Context: an optimization exercise on an open-source flow, tuned for small area, a short achievable clock period and few clock cycles per item. The choices shown serve that exercise and are no tape-out recipe. At most, simulation tests tie the RTL to the original design; equivalence was not proved.

## act_requant_pipe
module act_requant_pipe #(
   parameter int LANES    = 4,
   parameter int IN_W     = 24,
   parameter int OUT_W    = 8,
   parameter int DQ_SHIFT = 13,
   parameter int RQ_SHIFT = 8,
   parameter int LEN_W    = 16
) (
   input  logic                clk,
   input  logic                rst,
   input  logic                start,
   input  logic [1:0]          cfg_mode,
   input  logic [IN_W-1:0]     cfg_bias,
   input  logic [7:0]          cfg_dq_scale,
   input  logic [7:0]          cfg_rq_scale,
   input  logic [LEN_W-1:0]    cfg_len,
   input  logic                in_valid,
   output logic                in_ready,
   input  logic [LANES*IN_W-1:0] in_data,
   output logic                out_valid,
   input  logic                out_ready,
   output logic [LANES*OUT_W-1:0] out_data,
   output logic                out_last,
   output logic                busy,
   output logic                done,
   output logic [15:0]         sat_cnt
);
Size: about 590 flip-flops, roughly 210 I/O pins, roughly 73000 sq um of cells after synthesis.
clock: 13.0 ns
lec_check: 0
cap_margin: 20
core_margin: 2
core_utilization: 40
setup_slack_margin: 5
slew_margin: 20
synth_hierarchical: 1
synth_minimum_keep_size: 0
standard.sh (not shown) runs the stock make flow with config.mk's settings and CLKGATE_MAP_FILE= SYNTH_SCRIPT=/design/flow/synth_recipe.tcl, a recipe that flattens the netlist after the stock synthesis.
==> flow/flow/run.sh <==
#!/bin/bash
cp standard.sh standard.sh.txt
sed -e 's/SETUP_SLACK_MARGIN=[-0-9.]*/SETUP_SLACK_MARGIN=7.5/' standard.sh > standard_margin.sh
export BUFFER_PORTS_ARGS="-buffer_cell sky130_fd_sc_hd__buf_4"
bash standard_margin.sh > standard.log 2>&1
The first run went through all stages and came out clean.
Testbench counts at the start, summed over its fixed seeds: cycles 14,693, beats 13,349.
Next try:
--- a/flow/design.v
+++ b/flow/design.v
@@ -24,59 +24,60 @@
    output logic                busy,
    output logic                done,
    output logic [15:0]         sat_cnt
 );
    localparam int X_W = IN_W + 1;           
    localparam int P_W = X_W + 8;            
    localparam int D_W = P_W - DQ_SHIFT;     
    localparam int Y_W = 17;                 
    localparam int Q_W = Y_W + 8;            
    logic                   busy_r, done_r, rem_nz;
-   logic [LEN_W-1:0]       in_rem, len_m1;
-   logic                   len_nz, len_gt1;
+   logic [LEN_W-1:0]       in_rem;
    logic [1:0]             mode;
    logic [IN_W-1:0]        bias_r;
    logic                   v1, v2, v3, v4, v5, l1, l2, l3, l4, l5, o_v, o_l, s_v, s_l;
    logic                   en, acc, in_fire, in_last, pop, push;
    logic [IN_W-1:0]        bias_e;
    logic [LANES*10-1:0]    r_c, o_d, s_d;
    function automatic logic [12:0] booth8(input logic [7:0] b);
       logic [9:0] e;
       logic [3:0] one, two, neg;
       e = {1'b0, b, 1'b0};
       for (int i = 0; i < 4; i++) begin
          one[i] = e[2*i+1] ^ e[2*i];
          two[i] = (e[2*i+2] & ~e[2*i+1] & ~e[2*i]) | (~e[2*i+2] & e[2*i+1] & e[2*i]);
          neg[i] = e[2*i+2];
       end
       booth8 = {b[7], neg, two, one};
    endfunction
    assign en = !s_v;
-   assign len_m1 = cfg_len - 1'b1;
-   assign len_nz = cfg_len != '0;
-   assign len_gt1 = |cfg_len[LEN_W-1:1];
-   assign acc = busy_r ? rem_nz : start && len_nz;
+   assign acc = busy_r ? rem_nz : start && cfg_len != '0;
    assign in_ready = en && (!busy_r || rem_nz);
    assign in_fire = in_valid && en && acc;
    assign in_last = busy_r ? in_rem == LEN_W'(1) : cfg_len == LEN_W'(1);
    assign bias_e = busy_r ? bias_r : cfg_bias;
    assign pop = o_v && out_ready;
    assign push = en && v5;
    assign out_valid = o_v;
    assign out_last = o_l;
    assign busy = busy_r;
-   assign done = done_r;
+   assign done = done_r || (pop && o_l);
    for (genvar i = 0; i < LANES; i++) begin : g_lane
       logic [X_W-1:0] s1_x;
+      localparam bit DQ_IDLE = i % 2 == 1;
+      localparam bit DQ_RST = i >= LANES / 2;
       logic [12:0]    dq_l, rq_l;
       always_ff @(posedge clk) begin
-         if (!busy_r && start) begin
+         if (DQ_RST && rst) begin
+            dq_l <= '0;
+            rq_l <= '0;
+         end else if (!busy_r && (DQ_IDLE || start)) begin
             dq_l <= booth8(cfg_dq_scale);
             rq_l <= booth8(cfg_rq_scale);
          end
       end
       logic [D_W-1:0] s2_d;
       logic [21:0]    s3_w;
       logic [1:0]     s3_sel;
       logic [Y_W-1:0] s4_y;
       logic [16:0]    s5_r;
       wire [IN_W-1:0] xin = in_data[i*IN_W +: IN_W];
@@ -2251,26 +2252,26 @@
             v4 <= v3;
             v5 <= v4;
          end
          if (push) begin
             if (o_v && !pop) s_v <= 1'b1;
             else o_v <= 1'b1;
          end else if (pop) begin
             if (s_v) s_v <= 1'b0;
             else o_v <= 1'b0;
          end
-         done_r <= pop && o_l;
+         done_r <= 1'b0;
          if (done) busy_r <= 1'b0;
          if (!busy_r && start) begin
             busy_r <= 1'b1;
-            in_rem <= in_fire ? len_m1 : cfg_len;
-            rem_nz <= in_fire ? len_gt1 : len_nz;
+            in_rem <= cfg_len - LEN_W'(in_fire);
+            rem_nz <= cfg_len > LEN_W'(in_fire);
             if (cfg_len == '0) done_r <= 1'b1;
          end else if (in_fire) begin
             in_rem <= in_rem - 1'b1;
             rem_nz <= in_rem != LEN_W'(1);
          end
       end
    end
    logic [2:0]  n_sat;
    logic [16:0] sat_sum;
    always_comb begin
What happened: Worst setup slack is worse by 0.26 ns; area after synthesis came out higher by 2.3%; via count increases by 1.7%; global-route usage climbs by 0.20 points; utilization hardly moves.
Only the layout flow was run in the second run of this note; the RTL was not checked for function there.

========
== wip/violet ==
Another version of the RTL of act_requant_pipe (not shown whole).
Size: roughly 210 I/O pins, roughly 76000 um^2 of cells after synthesis.
clock: 13.0 ns
lec_check: 0
cap_margin: 20
core_margin: 2
core_utilization: 40
setup_slack_margin: 5
slew_margin: 20
Scripts as last shown in full above: flow/flow/run.sh
diff inputs: wip/violet => wip/quartz
--- a/flow/design.v
+++ b/flow/design.v
@@ -26,58 +26,54 @@
    output logic [15:0]         sat_cnt
 );
    localparam int X_W = IN_W + 1;           
    localparam int P_W = X_W + 8;            
    localparam int D_W = P_W - DQ_SHIFT;     
    localparam int Y_W = 17;                 
    localparam int Q_W = Y_W + 8;            
    logic                   busy_r, done_r, rem_nz;
    logic [LEN_W-1:0]       in_rem;
    logic [1:0]             mode;
    logic [IN_W-1:0]        bias_r;
-   logic                   v1, v2, v3, v4, v5, l1, l2, l3, l4, l5, o_v, o_l;
-   logic                   en, acc, in_fire, in_last, pop;
+   logic                   v1, v2, v3, v4, v5, l1, l2, l3, l4, l5, o_v, o_l, s_v, s_l;
+   logic                   en, acc, in_fire, in_last, pop, push;
    logic [IN_W-1:0]        bias_e;
-   logic [LANES*10-1:0]    r_c, o_d;
+   logic [LANES*10-1:0]    r_c, o_d, s_d;
    function automatic logic [12:0] booth8(input logic [7:0] b);
       logic [9:0] e;
       logic [3:0] one, two, neg;
       e = {1'b0, b, 1'b0};
       for (int i = 0; i < 4; i++) begin
          one[i] = e[2*i+1] ^ e[2*i];
          two[i] = (e[2*i+2] & ~e[2*i+1] & ~e[2*i]) | (~e[2*i+2] & e[2*i+1] & e[2*i]);
          neg[i] = e[2*i+2];
       end
       booth8 = {b[7], neg, two, one};
    endfunction
-   assign en = !o_v || out_ready;
-   assign acc = busy_r ? rem_nz : start;
+   assign en = !s_v;
+   assign acc = busy_r ? rem_nz : start && cfg_len != '0;
    assign in_ready = en && (!busy_r || rem_nz);
    assign in_fire = in_valid && en && acc;
    assign in_last = busy_r ? in_rem == LEN_W'(1) : cfg_len == LEN_W'(1);
    assign bias_e = busy_r ? bias_r : cfg_bias;
    assign pop = o_v && out_ready;
+   assign push = en && v5;
    assign out_valid = o_v;
    assign out_last = o_l;
    assign busy = busy_r;
    assign done = done_r || (pop && o_l);
    for (genvar i = 0; i < LANES; i++) begin : g_lane
       logic [X_W-1:0] s1_x;
-      localparam bit DQ_IDLE = i % 2 == 1;
-      localparam bit DQ_RST = i >= LANES / 2;
       logic [12:0]    dq_l, rq_l;
       always_ff @(posedge clk) begin
-         if (DQ_RST && rst) begin
-            dq_l <= '0;
-            rq_l <= '0;
-         end else if (!busy_r && (DQ_IDLE || start)) begin
+         if (!busy_r && start) begin
             dq_l <= booth8(cfg_dq_scale);
             rq_l <= booth8(cfg_rq_scale);
          end
       end
       logic [D_W-1:0] s2_d;
       logic [21:0]    s3_w;
       logic [1:0]     s3_sel;
       logic [Y_W-1:0] s4_y;
       logic [16:0]    s5_r;
       wire [IN_W-1:0] xin = in_data[i*IN_W +: IN_W];
       wire n_1 = xin[0] & bias_e[0];
@@ -2212,47 +2208,60 @@
          end
       end
    end
    always_ff @(posedge clk) begin
       if (en) begin
          l1 <= in_last;
          l2 <= l1;
          l3 <= l2;
          l4 <= l3;
          l5 <= l4;
       end
-      if (en) begin
+      if (push && !(o_v && !pop)) begin
          o_d <= r_c;
          o_l <= l5;
+      end else if (pop && s_v) begin
+         o_d <= s_d;
+         o_l <= s_l;
+      end
+      if (push && o_v && !pop) begin
+         s_d <= r_c;
+         s_l <= l5;
       end
       if (!busy_r && start) begin
          mode <= cfg_mode;
          bias_r <= cfg_bias;
       end
    end
    always_ff @(posedge clk) begin
       if (rst) begin
          busy_r <= 1'b0;
          done_r <= 1'b0;
          rem_nz <= 1'b0;
          in_rem <= '0;
-         {v1, v2, v3, v4, v5, o_v} <= '0;
+         {v1, v2, v3, v4, v5, o_v, s_v} <= '0;
       end else begin
          if (en) begin
             v1 <= in_fire;
             v2 <= v1;
             v3 <= v2;
             v4 <= v3;
             v5 <= v4;
          end
-         if (en) o_v <= v5;
+         if (push) begin
+            if (o_v && !pop) s_v <= 1'b1;
+            else o_v <= 1'b1;
+         end else if (pop) begin
+            if (s_v) s_v <= 1'b0;
+            else o_v <= 1'b0;
+         end
          done_r <= 1'b0;
          if (done) busy_r <= 1'b0;
          if (!busy_r && start) begin
             busy_r <= 1'b1;
             in_rem <= cfg_len - LEN_W'(in_fire);
             rem_nz <= cfg_len > LEN_W'(in_fire);
             if (cfg_len == '0) done_r <= 1'b1;
          end else if (in_fire) begin
             in_rem <= in_rem - 1'b1;
             rem_nz <= in_rem != LEN_W'(1);
          end
@@ -2260,14 +2269,14 @@
    end
    logic [2:0]  n_sat;
    logic [16:0] sat_sum;
    always_comb begin
       n_sat = '0;
       for (int i = 0; i < LANES; i++) n_sat = n_sat + 3'(r_c[i*10+9] | r_c[i*10+8]);
    end
    assign sat_sum = {1'b0, sat_cnt} + 17'(n_sat);
    always_ff @(posedge clk) begin
       if (rst) sat_cnt <= '0;
       else if (!busy_r && start) sat_cnt <= '0;
-      else if (en && v5) sat_cnt <= sat_sum[16] ? 16'hFFFF : sat_sum[15:0];
+      else if (push) sat_cnt <= sat_sum[16] ? 16'hFFFF : sat_sum[15:0];
    end
 endmodule
## What came out
The endpoint of the worst setup timing path comes out in_ready in one run and done in the other, namely in wip/violet and wip/quartz respectively.
From wip/violet to wip/quartz, number of search-and-repair iterations in the first detailed-routing pass did not move at all.
Row count of wip/quartz falls short of that of wip/violet slightly.
No functional check of the RTL was part of any run of this note.

========
act_requant_pipe with an RTL version that a note above also has.
For scale: roughly 7000 cells after synthesis, about 590 flip-flops, about 210 I/O pins.
Settings: LEC_CHECK=0, CAP_MARGIN=20, CORE_MARGIN=2, CORE_UTILIZATION=40, SETUP_SLACK_MARGIN=5, SLEW_MARGIN=20, SYNTH_HIERARCHICAL=1, SYNTH_MINIMUM_KEEP_SIZE=0; clock period 13.0 ns.
==> flow/flow/run.sh <==
#!/bin/bash
cp standard.sh standard.sh.txt
sed -e 's/SETUP_SLACK_MARGIN=[-0-9.]*/SETUP_SLACK_MARGIN=7.5/' standard.sh > standard_margin.sh
export BUFFER_PORTS_ARGS="-buffer_cell sky130_fd_sc_hd__buf_2"
bash standard_margin.sh > standard.log 2>&1
Testbench counts at the start, summed over its fixed seeds: cycles 14,693, beats 13,349.
Rerun with:
--- a/flow/design.v
+++ b/flow/design.v
@@ -28,46 +28,45 @@
    localparam int X_W = IN_W + 1;           
    localparam int P_W = X_W + 8;            
    localparam int D_W = P_W - DQ_SHIFT;     
    localparam int Y_W = 17;                 
    localparam int Q_W = Y_W + 8;            
    logic                   busy_r, done_r, rem_nz;
    logic [LEN_W-1:0]       in_rem, len_m1;
    logic                   len_nz, len_gt1;
    logic [1:0]             mode;
    logic [IN_W-1:0]        bias_r;
-   logic                   v1, v2, v3, v4, v5, l1, l2, l3, l4, l5, o_v, o_l, s_v, s_l;
-   logic                   en, acc, in_fire, in_last, pop, push;
+   logic                   v1, v2, v3, v4, v5, l1, l2, l3, l4, l5, o_v, o_l;
+   logic                   en, acc, in_fire, in_last, pop;
    logic [IN_W-1:0]        bias_e;
-   logic [LANES*10-1:0]    r_c, o_d, s_d;
+   logic [LANES*10-1:0]    r_c, o_d;
    function automatic logic [12:0] booth8(input logic [7:0] b);
       logic [9:0] e;
       logic [3:0] one, two, neg;
       e = {1'b0, b, 1'b0};
       for (int i = 0; i < 4; i++) begin
          one[i] = e[2*i+1] ^ e[2*i];
          two[i] = (e[2*i+2] & ~e[2*i+1] & ~e[2*i]) | (~e[2*i+2] & e[2*i+1] & e[2*i]);
          neg[i] = e[2*i+2];
       end
       booth8 = {b[7], neg, two, one};
    endfunction
-   assign en = !s_v;
+   assign en = !o_v || out_ready;
    assign len_m1 = cfg_len - 1'b1;
    assign len_nz = cfg_len != '0;
    assign len_gt1 = |cfg_len[LEN_W-1:1];
    assign acc = busy_r ? rem_nz : start && len_nz;
    assign in_ready = en && (!busy_r || rem_nz);
    assign in_fire = in_valid && en && acc;
    assign in_last = busy_r ? in_rem == LEN_W'(1) : cfg_len == LEN_W'(1);
    assign bias_e = busy_r ? bias_r : cfg_bias;
    assign pop = o_v && out_ready;
-   assign push = en && v5;
    assign out_valid = o_v;
    assign out_last = o_l;
    assign busy = busy_r;
    assign done = done_r;
    for (genvar i = 0; i < LANES; i++) begin : g_lane
       logic [X_W-1:0] s1_x;
       logic [12:0]    dq_l, rq_l;
       always_ff @(posedge clk) begin
          if (!busy_r && start) begin
             dq_l <= booth8(cfg_dq_scale);
@@ -2213,58 +2212,45 @@
       end
    end
    always_ff @(posedge clk) begin
       if (en) begin
          l1 <= in_last;
          l2 <= l1;
          l3 <= l2;
          l4 <= l3;
          l5 <= l4;
       end
-      if (push && !(o_v && !pop)) begin
+      if (en) begin
          o_d <= r_c;
          o_l <= l5;
-      end else if (pop && s_v) begin
-         o_d <= s_d;
-         o_l <= s_l;
-      end
-      if (push && o_v && !pop) begin
-         s_d <= r_c;
-         s_l <= l5;
       end
       if (!busy_r && start) begin
          mode <= cfg_mode;
          bias_r <= cfg_bias;
       end
    end
    always_ff @(posedge clk) begin
       if (rst) begin
          busy_r <= 1'b0;
          done_r <= 1'b0;
          rem_nz <= 1'b0;
          in_rem <= '0;
-         {v1, v2, v3, v4, v5, o_v, s_v} <= '0;
+         {v1, v2, v3, v4, v5, o_v} <= '0;
       end else begin
          if (en) begin
             v1 <= in_fire;
             v2 <= v1;
             v3 <= v2;
             v4 <= v3;
             v5 <= v4;
          end
-         if (push) begin
-            if (o_v && !pop) s_v <= 1'b1;
-            else o_v <= 1'b1;
-         end else if (pop) begin
-            if (s_v) s_v <= 1'b0;
-            else o_v <= 1'b0;
-         end
+         if (en) o_v <= v5;
          done_r <= pop && o_l;
          if (done) busy_r <= 1'b0;
          if (!busy_r && start) begin
             busy_r <= 1'b1;
             in_rem <= in_fire ? len_m1 : cfg_len;
             rem_nz <= in_fire ? len_gt1 : len_nz;
             if (cfg_len == '0) done_r <= 1'b1;
          end else if (in_fire) begin
             in_rem <= in_rem - 1'b1;
             rem_nz <= in_rem != LEN_W'(1);
@@ -2274,21 +2260,21 @@
    logic [2:0]  n_sat;
    logic [16:0] sat_sum;
    always_comb begin
       n_sat = '0;
       for (int i = 0; i < LANES; i++) n_sat = n_sat + 3'(r_c[i*10+9] | r_c[i*10+8]);
    end
    assign sat_sum = {1'b0, sat_cnt} + 17'(n_sat);
    always_ff @(posedge clk) begin
       if (rst) sat_cnt <= '0;
       else if (!busy_r && start) sat_cnt <= '0;
-      else if (push) sat_cnt <= sat_sum[16] ? 16'hFFFF : sat_sum[15:0];
+      else if (en && v5) sat_cnt <= sat_sum[16] ? 16'hFFFF : sat_sum[15:0];
    end
 endmodule
 module arp_fa (
    input  logic a,
    input  logic b,
    input  logic c,
    output logic s,
    output logic co
 );
    assign s = a ^ b ^ c;
What happened: Routed wire length fell by 4.6%. Count of clock-buffer cells in the layout fell by 21. Final cell count fell by 3.8%. Design area fell by 2.9%.
For the second run of this note, only the layout was checked, not whether the RTL still works.

## afterwards: timing with drivers on the ports
No port has a modelled driver above. Below, the same layouts with a new extraction and two added sets of constraints.
Step 1: set_driving_cell puts a clkbuf_16 on clk and a buf_2 on each other input, an assumption about the parent block.
Step 2 adds t to the input delays and takes it off the output delays; t is the mean of the earliest and latest rising clock arrival at the registers after step 1. Input paths then give back, and output paths get back, about the clock's delay inside the block.
a / b / c = ideal / step 1 / step 2; a / b = the first two.
run	t, ns	slack for setup (ns)	slew at the worst register clock pin (ns)
the first run of note 1	0.776	7.640 / 7.640 / 7.005	0.06 / 0.06
the second run of note 1	0.788	7.378 / 7.340 / 6.887	0.07 / 0.07
wip/violet	0.781	7.177 / 7.124 / 6.974	0.07 / 0.07
wip/quartz	0.758	7.370 / 7.329 / 6.930	0.07 / 0.07
the first run of note 3	0.766	7.664 / 7.664 / 7.140	0.06 / 0.06
the second run of note 3	0.744	7.303 / 7.266 / 6.968	0.07 / 0.07
After both steps every run listed still meets setup and hold. The setup slack of the first run of note 1, which loses most, moves by 0.000 ns with the drivers and by -0.635 ns with both steps.
